This is an optimization exercise on Yosys and OpenROAD, whose aim is small area, a short achievable clock period and few clock cycles per item, not a production implementation.
In this exercise RTL edits were held to simulation tests only and were not proved equivalent to the original.
Power is estimated from default activity; no workload was simulated.

## v42
Design qr_cordic_top, start of the top module:
module qr_cordic_top (
	input  logic               clk,
	input  logic               rst,
	input  logic               en,
	output logic               rd_a,
	output logic [1:0]         rd_a_row,
	output logic [0:0]         rd_a_col,
	input  logic signed [12:0] rd_a_data,
	output logic               wr_r,
	output logic [1:0]         wr_r_row,
	output logic [0:0]         wr_r_col,
	output logic signed [12:0] wr_r_data,
	output logic               valid
);
Size: roughly 1300 cells after synthesis, about 130 flip-flops, roughly 11000 um2 of cells after synthesis.
==> flow/config.mk <==
export PLATFORM = sky130hd
export DESIGN_NAME = qr_cordic_top
export DESIGN_NICKNAME = qr_cordic_top
export VERILOG_FILES = /design/flow/design.v
export SDC_FILE = /design/flow/constraint.sdc
export NUM_CORES = 4
export LEC_CHECK = 0
export CAP_MARGIN = 20
export CORE_MARGIN = 2
export CORE_UTILIZATION = 70
export CTS_BUF_LIST = sky130_fd_sc_hd__clkbuf_8
export SLEW_MARGIN = 20
==> flow/constraint.sdc <==
create_clock -name core_clock -period 17.0 [get_ports {clk}]
set_input_delay 3.4000 -clock core_clock [delete_from_list [all_inputs] [get_ports {clk}]]
set_output_delay 3.4000 -clock core_clock [all_outputs]
set_load 0.01 [all_outputs]
standard.sh (not shown) runs the stock make flow with config.mk's settings and CLKGATE_MAP_FILE= SYNTH_SCRIPT=/design/flow/synth_recipe.tcl, a recipe that flattens the netlist after the stock synthesis.
==> flow/flow/run.sh <==
#!/bin/bash
set -euo pipefail
bash standard.sh finish SETUP_SLACK_MARGIN=12.5 > orfs_flow.log 2>&1
Testbench counts of v42, summed over its fixed seeds: cycles 13,824, items 192.
The inputs of v33 differ from those of v42 as listed below.
--- a/flow/config.mk
+++ b/flow/config.mk
@@ -10,2 +10 @@
-export CORE_UTILIZATION = 70
-export CTS_BUF_LIST = sky130_fd_sc_hd__clkbuf_8
+export CORE_UTILIZATION = 40
[summary]
Re final cell area excluding filler cells: v33 is 4.5% up on v42.
Detailed-route wire length on metal 1: v33 > v42
Setup WNS v42 -> v33: better
The lower minimum clock period after layout of v42 and v33 is in v33.
Compared with v42, v33 shows a higher count of clock buffers in the final design.
Edits applied to the flow inputs when going from v33 to v8:
==> flow/flow/run.sh <==
#!/bin/bash
set -euo pipefail
bash standard.sh finish SETUP_SLACK_MARGIN=12.7 > orfs_flow.log 2>&1
--- a/flow/config.mk
+++ b/flow/config.mk
@@ -10 +10,2 @@
-export CORE_UTILIZATION = 40
+export CORE_UTILIZATION = 70
+export CTS_BUF_LIST = sky130_fd_sc_hd__clkbuf_8
v8: PASS, flow complete, no timing, DRC or antenna violations. v33 → v8: worst slew margin relative to its limit increased 11 points; achievable frequency increased 1.4%; total clock buffers created by CTS essentially unchanged; register-to-register slack increased 0.18 ns. Synthesis-to-layout area growth (higher): v33.
#### Input delta (v32 over v8)
==> flow/flow/run.sh <==
#!/bin/bash
set -euo pipefail
bash standard.sh finish SETUP_SLACK_MARGIN=12.5 > orfs_flow.log 2>&1
--- a/flow/config.mk
+++ b/flow/config.mk
@@ -10,2 +10,3 @@
-export CORE_UTILIZATION = 70
-export CTS_BUF_LIST = sky130_fd_sc_hd__clkbuf_8
+export CORE_UTILIZATION = 60
+export CTS_CLUSTER_DIAMETER = 200
+export CTS_CLUSTER_SIZE = 50
==> comparison <==
On share of power burned in the clock network, the lower figure sits with v8, not v32.
When v32 is measured against v8, its leakage power total turns out 0.91% higher.
Taking v8 as the reference point, the share of power burned in combinational logic of v32 falls by 1.5 points.
Delta(tap cell instance count, v32 - v8) > 0
Synthesized cell count came out exactly the same in v32 and v8.
Looking at v32 and v8, the worst hold slack is a wash.
Summary — met1 routed wirelength after detailed routing, v32 relative to v8: higher, by 8.7%.
Compared with v8, v32 ends up with a larger final cell area.
v8 -> v32: depth of the worst hold-timing path delta 0, exact match
In the metrics for v32 and v8, the one carrying the lower core area is v8.
v32 ends up with higher clock period minus worst slack than v8 does.

---

The RTL this note starts from:
==> flow/design.v <==
package qr_pkg;
endpackage
`timescale 1ns/10ps
module qr_cordic_top (
	input  logic               clk,
	input  logic               rst,
	input  logic               en,
	output logic               rd_a,
	output logic [1:0]         rd_a_row,
	output logic [0:0]         rd_a_col,
	input  logic signed [12:0] rd_a_data,
	output logic               wr_r,
	output logic [1:0]         wr_r_row,
	output logic [0:0]         wr_r_col,
	output logic signed [12:0] wr_r_data,
	output logic               valid
);
	logic       busy;
	logic [2:0] sl;         
	logic [3:0] ph;         
	logic [2:0] sn;         
	logic [3:0] pn;
	assign pn = (ph == 4'd12) ? 4'd0 : ph + 4'd1;
	assign sn = (ph == 4'd12) ? sl + 3'd1 : sl;
	always_ff @(posedge clk or posedge rst) begin
		if (rst) begin
			busy  <= 1'b0;
			sl    <= '0;
			ph    <= '0;
			rd_a  <= 1'b0;
			wr_r  <= 1'b0;
			valid <= 1'b0;
		end else begin
			if (en) begin
				busy <= 1'b1;
				sl   <= 3'd7;
				ph   <= 4'd11;
			end else if (busy) begin
				busy <= !(sl == 3'd5 && ph == 4'd3);
				sl   <= sn;
				ph   <= pn;
			end
			rd_a  <= en || (busy && (sn == 3'd7 || sn <= 3'd2) && (pn == 4'd11 || pn == 4'd12));
			wr_r  <= busy && ((sn == 3'd4 && pn <= 4'd1) || (sn == 3'd5 && pn == 4'd3));
			valid <= busy && sn == 3'd5 && pn == 4'd3;
		end
	end
	logic       v_it, r_it, g_it, yp_cap;
	logic       ks_x1, ks_x2, ks_x3, ks_yp;    
	logic [3:0] jv, jr, jg;                    
	logic       w11, w12, w22;                 
	logic       s03, s14, s25;                 
	assign s03 = sn <= 3'd3;
	assign s14 = sn >= 3'd1 && sn <= 3'd4;
	assign s25 = sn >= 3'd2 && sn <= 3'd5;
	always_ff @(posedge clk) begin
		v_it   <= s03 && pn <= 4'd11;
		r_it   <= s03 && pn >= 4'd1;
		g_it   <= (s14 && pn >= 4'd3) || (s25 && pn <= 4'd1);
		yp_cap <= s14 && pn == 4'd0;
		ks_x1  <= busy && s03 && pn == 4'd12;
		ks_x2  <= busy && s14 && pn == 4'd0;
		ks_yp  <= busy && s14 && pn == 4'd1;
		ks_x3  <= busy && s25 && pn == 4'd2;
		w11    <= busy && sn == 3'd3 && pn == 4'd12;
		w12    <= busy && sn == 3'd4 && pn == 4'd0;
		w22    <= busy && sn == 3'd5 && pn == 4'd2;
		jv     <= pn;
		jr     <= jv;
		jg     <= (pn >= 4'd3) ? pn - 4'd3 : pn + 4'd10;
		rd_a_row <= en ? 2'd3 : 2'd2 - sn[1:0];
		rd_a_col <= !en && pn == 4'd12;
	end
	logic signed [11:0] y1, x2, y2, y3, y3p, ain;
	logic        [10:0] x1, x3;
	logic signed [11:0] x1e, x3e;
	logic [0:0]        dq;    
	assign x1e = {1'b0, x1};
	assign x3e = {1'b0, x3};
	assign ain = rd_a_data[11:0];
	logic signed [11:0] kin, kout;
	assign kin = ({12{ks_x1}} & x1e) | ({12{ks_x2}} & x2) | ({12{ks_x3}} & x3e) | ({12{ks_yp}} & y3p);
	qr_kgain u_k (.v(kin), .k(kout));
	logic signed [11:0] vx[0:1], vy[0:1];
	logic [0:0] vd;
	assign vx[0] = x1e;
	assign vy[0] = y1;
	logic signed [11:0] rx[0:1], ry[0:1];
	logic [0:0] rd;
	assign rx[0] = x2;
	assign ry[0] = y2;
	logic signed [11:0] gx[0:1], gy[0:1];
	logic [0:0] gd;
	assign gx[0] = x3e;
	assign gy[0] = y3;
	logic signed [11:0] vsx0, vsy0;
	assign vsx0 = vx[0] >>> jv;
	assign vsy0 = vy[0] >>> jv;
	assign vd[0] = ~vy[0][11];
	qr_addsub u_vx0 (.a(vx[0]), .b(vsy0), .add(vd[0]),  .s(vx[1]));
	qr_addsub u_vy0 (.a(vy[0]), .b(vsx0), .add(~vd[0]), .s(vy[1]));
	logic signed [11:0] rsx0, rsy0;
	assign rsx0 = rx[0] >>> jr;
	assign rsy0 = ry[0] >>> jr;
	assign rd[0] = dq[0];
	qr_addsub u_rx0 (.a(rx[0]), .b(rsy0), .add(rd[0]),  .s(rx[1]));
	qr_addsub u_ry0 (.a(ry[0]), .b(rsx0), .add(~rd[0]), .s(ry[1]));
	logic signed [11:0] gsx0, gsy0;
	assign gsx0 = gx[0] >>> jg;
	assign gsy0 = gy[0] >>> jg;
	assign gd[0] = ~gy[0][11];
	qr_addsub u_gx0 (.a(gx[0]), .b(gsy0), .add(gd[0]),  .s(gx[1]));
	qr_addsub u_gy0 (.a(gy[0]), .b(gsx0), .add(~gd[0]), .s(gy[1]));
	always_ff @(posedge clk) begin
		dq  <= vd;
		x1  <= v_it ? vx[1][10:0] : kout[10:0];
		y1  <= v_it ? vy[1] : ain;
		x2  <= r_it ? rx[1] : kout;
		y2  <= r_it ? ry[1] : ain;
		y3p <= yp_cap ? y2 : kout;
		x3  <= g_it ? gx[1][10:0] : kout[10:0];
		y3  <= g_it ? gy[1] : y3p;
	end
	always_ff @(posedge clk) begin
		if (w11 || w12 || w22) wr_r_data <= 13'(kout);
		if (w11) begin
			wr_r_row <= 2'd0;
			wr_r_col <= 1'b0;
		end else if (w12) begin
			wr_r_row <= 2'd0;
			wr_r_col <= 1'b1;
		end else if (w22) begin
			wr_r_row <= 2'd1;
			wr_r_col <= 1'b1;
		end
	end
endmodule
module qr_kgain (
	input  logic signed [11:0] v,
	output logic signed [11:0] k
);
	logic signed [21:0] ve;
	logic signed [21:0] p;
	assign ve = v;
	assign p  = (ve <<< 9) + (ve <<< 7) - (ve <<< 4) - (ve <<< 1);
	assign k  = p[21:10];
endmodule
module qr_addsub (
	input  logic [11:0] a,
	input  logic [11:0] b,
	input  logic        add,
	output logic [11:0] s
);
	logic [11:0] bb, g, p;
	logic [11:0] gl [0:4];
	logic [11:0] pl [0:4];
	assign bb = add ? b : ~b;
	assign g  = a & bb;
	assign p  = a ^ bb;
	always_comb begin
		gl[0] = g;
		pl[0] = p;
		gl[0][0] = g[0] | (p[0] & ~add);
		for (int l = 0; l < 4; l++) begin
			gl[l+1] = gl[l];
			pl[l+1] = pl[l];
			for (int i = 0; i < 12; i++) begin
				if ((i >> l) & 1) begin
					gl[l+1][i] = gl[l][i] | (pl[l][i] & gl[l][((i >> l) << l) - 1]);
					pl[l+1][i] = pl[l][i] & pl[l][((i >> l) << l) - 1];
				end
			end
		end
	end
	assign s = p ^ {gl[4][10:0], ~add};
endmodule
clock: 17.0 ns
lec_check: 0
cap_margin: 20
core_margin: 2
core_utilization: 70
cts_buf_list: sky130_fd_sc_hd__clkbuf_8
slew_margin: 20
==> flow/flow/run.sh <==
#!/bin/bash
set -euo pipefail
bash standard.sh finish SETUP_SLACK_MARGIN=12.9 > orfs_flow.log 2>&1
The baseline produced a clean layout.
Testbench counts at the start, summed over its fixed seeds: cycles 13,824, items 192.
Edit:
==> flow/flow/run.sh (replaced) <==
#!/bin/bash
set -euo pipefail
bash standard.sh finish SETUP_SLACK_MARGIN=12.5 > orfs_flow.log 2>&1
CORE_UTILIZATION = 40   (was 70)
CTS_BUF_LIST = unset   (was sky130_fd_sc_hd__clkbuf_8)
CTS_CLUSTER_DIAMETER = 200   (was unset)
CTS_CLUSTER_SIZE = 50   (was unset)
=> Cell area went down slightly. Synthesized cell count does not change. Sequential share of layout area barely changes. Fmax went down slightly. Core utilization went down by 35 points. Area after synthesis stays the same. Global-route usage went down by 14 points. Routed wire length went down by roughly a tenth.
Edit:
CORE_UTILIZATION = 70   (was 40)
CTS_CLUSTER_DIAMETER = unset   (was 200)
CTS_CLUSTER_SIZE = unset   (was 50)
Result: Final area went down by a few percent; clock skew stays flat; worst setup slack got worse by 0.046 ns; global-route usage goes up by 13 points; fmax goes down slightly; die area goes down by well over a third.
Edit:
ABC_AREA = 1   (was unset)
CORE_UTILIZATION = 60   (was 70)
- The changed run produced a clean layout
- non-clock buffer count went down by 6
- setup slack hardly moves
- count of clock-buffer cells in the layout went down by 4
- synthesized cell count went up by 29%
- wire length went up by 18%
- clock skew barely changes
- sequential power went down by about 3%
Edit:
==> flow/run.sh (new file) <==
#!/bin/bash
# synth_recipe.tcl (not shown) runs the flow's synth.tcl, then flattens the netlist and writes it again
# the make line also repeats each setting of config.mk as NAME=value (left out here)
make -C /OpenROAD-flow-scripts/flow DESIGN_CONFIG=/design/flow/config.mk WORK_HOME=/design/flow/orfs CLKGATE_MAP_FILE= SYNTH_SCRIPT=/design/flow/synth_recipe.tcl finish
ABC_AREA = unset   (was 1)
CORE_UTILIZATION = 70   (was 60)
CTS_BUF_LIST = sky130_fd_sc_hd__clkbuf_8   (was unset)
removed: flow/flow/run.sh
removed: flow/standard.sh
Synthesized cell count came out lower by about a fifth.
Setup slack loses 0.55 ns.
Routed wire length shrinks by about a fifth.
Hold slack gets better by 0.047 ns.
Design area came out lower by a few percent.
Total power fell by about a fifth.
Flip-flop and latch count is unchanged.
Final cell count went down by about a fifth.
Fmax shrinks by roughly a tenth.
Die area came out lower by about a fifth.
Edit:
==> flow/flow/run.sh (new file) <==
#!/bin/bash
set -euo pipefail
bash standard.sh finish SETUP_SLACK_MARGIN=12.5 > orfs_flow.log 2>&1
==> flow/standard.sh (new file) <==
#!/bin/bash
# synth_recipe.tcl (not shown) runs the flow's synth.tcl, then flattens the netlist and writes it again
# the make line also repeats each setting of config.mk as NAME=value (left out here)
make -C /OpenROAD-flow-scripts/flow DESIGN_CONFIG=/design/flow/config.mk WORK_HOME=/design/flow/orfs CLKGATE_MAP_FILE= SYNTH_SCRIPT=/design/flow/synth_recipe.tcl "${@:-finish}"
CAP_MARGIN = 0   (was 20)
SLEW_MARGIN = 0   (was 20)
removed: flow/run.sh
Sequential share of layout area shrinks by 0.13 points.
Routed wire length rises by 1.2%.
Sequential cell count does not change.
Total power is higher by 0.71%.
Non-clock buffer count is higher by 6.
Worst setup slack is better by 0.57 ns.
Clock power hardly moves.
Fmax went up by 13%.

==> static timing again, ports no longer ideal <==
How much do the figures lean on ideal ports? The routed layouts below were timed once more, with nothing changed but the port constraints.
Step 1 sets driving cells, clkbuf_16 on the clock port and buf_2 on the other inputs (assumed; they add their load-dependent delay and slew).
Step 2 moves the port delays by t, midway between the first and last clock arrival at a register: inputs arrive t later, outputs are due t later. That takes back most of the time a late clock gives input paths.
Slacks: ideal / step 1 / step 2; pairs: ideal / step 1.
run	t, ns	setup slack, ns	hold slack, ns	worst setup path after step 2
v42	0.484	12.547 / 12.504 / 12.549	0.456 / 0.456 / 0.456	input to register
v33	0.473	12.568 / 12.521 / 12.497	0.438 / 0.438 / 0.438	input to register
v8	0.485	12.631 / 12.588 / 12.548	0.449 / 0.449 / 0.449	input to register
v32	0.485	12.538 / 12.487 / 12.544	0.449 / 0.449 / 0.449	input to register
the first run of note 2	0.490	12.598 / 12.554 / 12.554	0.449 / 0.449 / 0.449	input to register
the second run of note 2	0.473	12.568 / 12.521 / 12.497	0.438 / 0.438 / 0.438	input to register
the third run of note 2	0.467	12.521 / 12.474 / 12.550	0.454 / 0.454 / 0.454	input to register
the fourth run of note 2	0.471	12.523 / 12.476 / 12.425	0.409 / 0.409 / 0.409	input to register
the fifth run of note 2	0.480	11.973 / 11.973 / 11.973	0.456 / 0.456 / 0.456	register to register
the sixth run of note 2	0.484	12.547 / 12.504 / 12.549	0.456 / 0.456 / 0.456	input to register
After both steps every run listed still meets setup and hold. The setup slack of the fourth run of note 2, which loses most, moves by -0.047 ns with the drivers and by -0.098 ns with both steps.
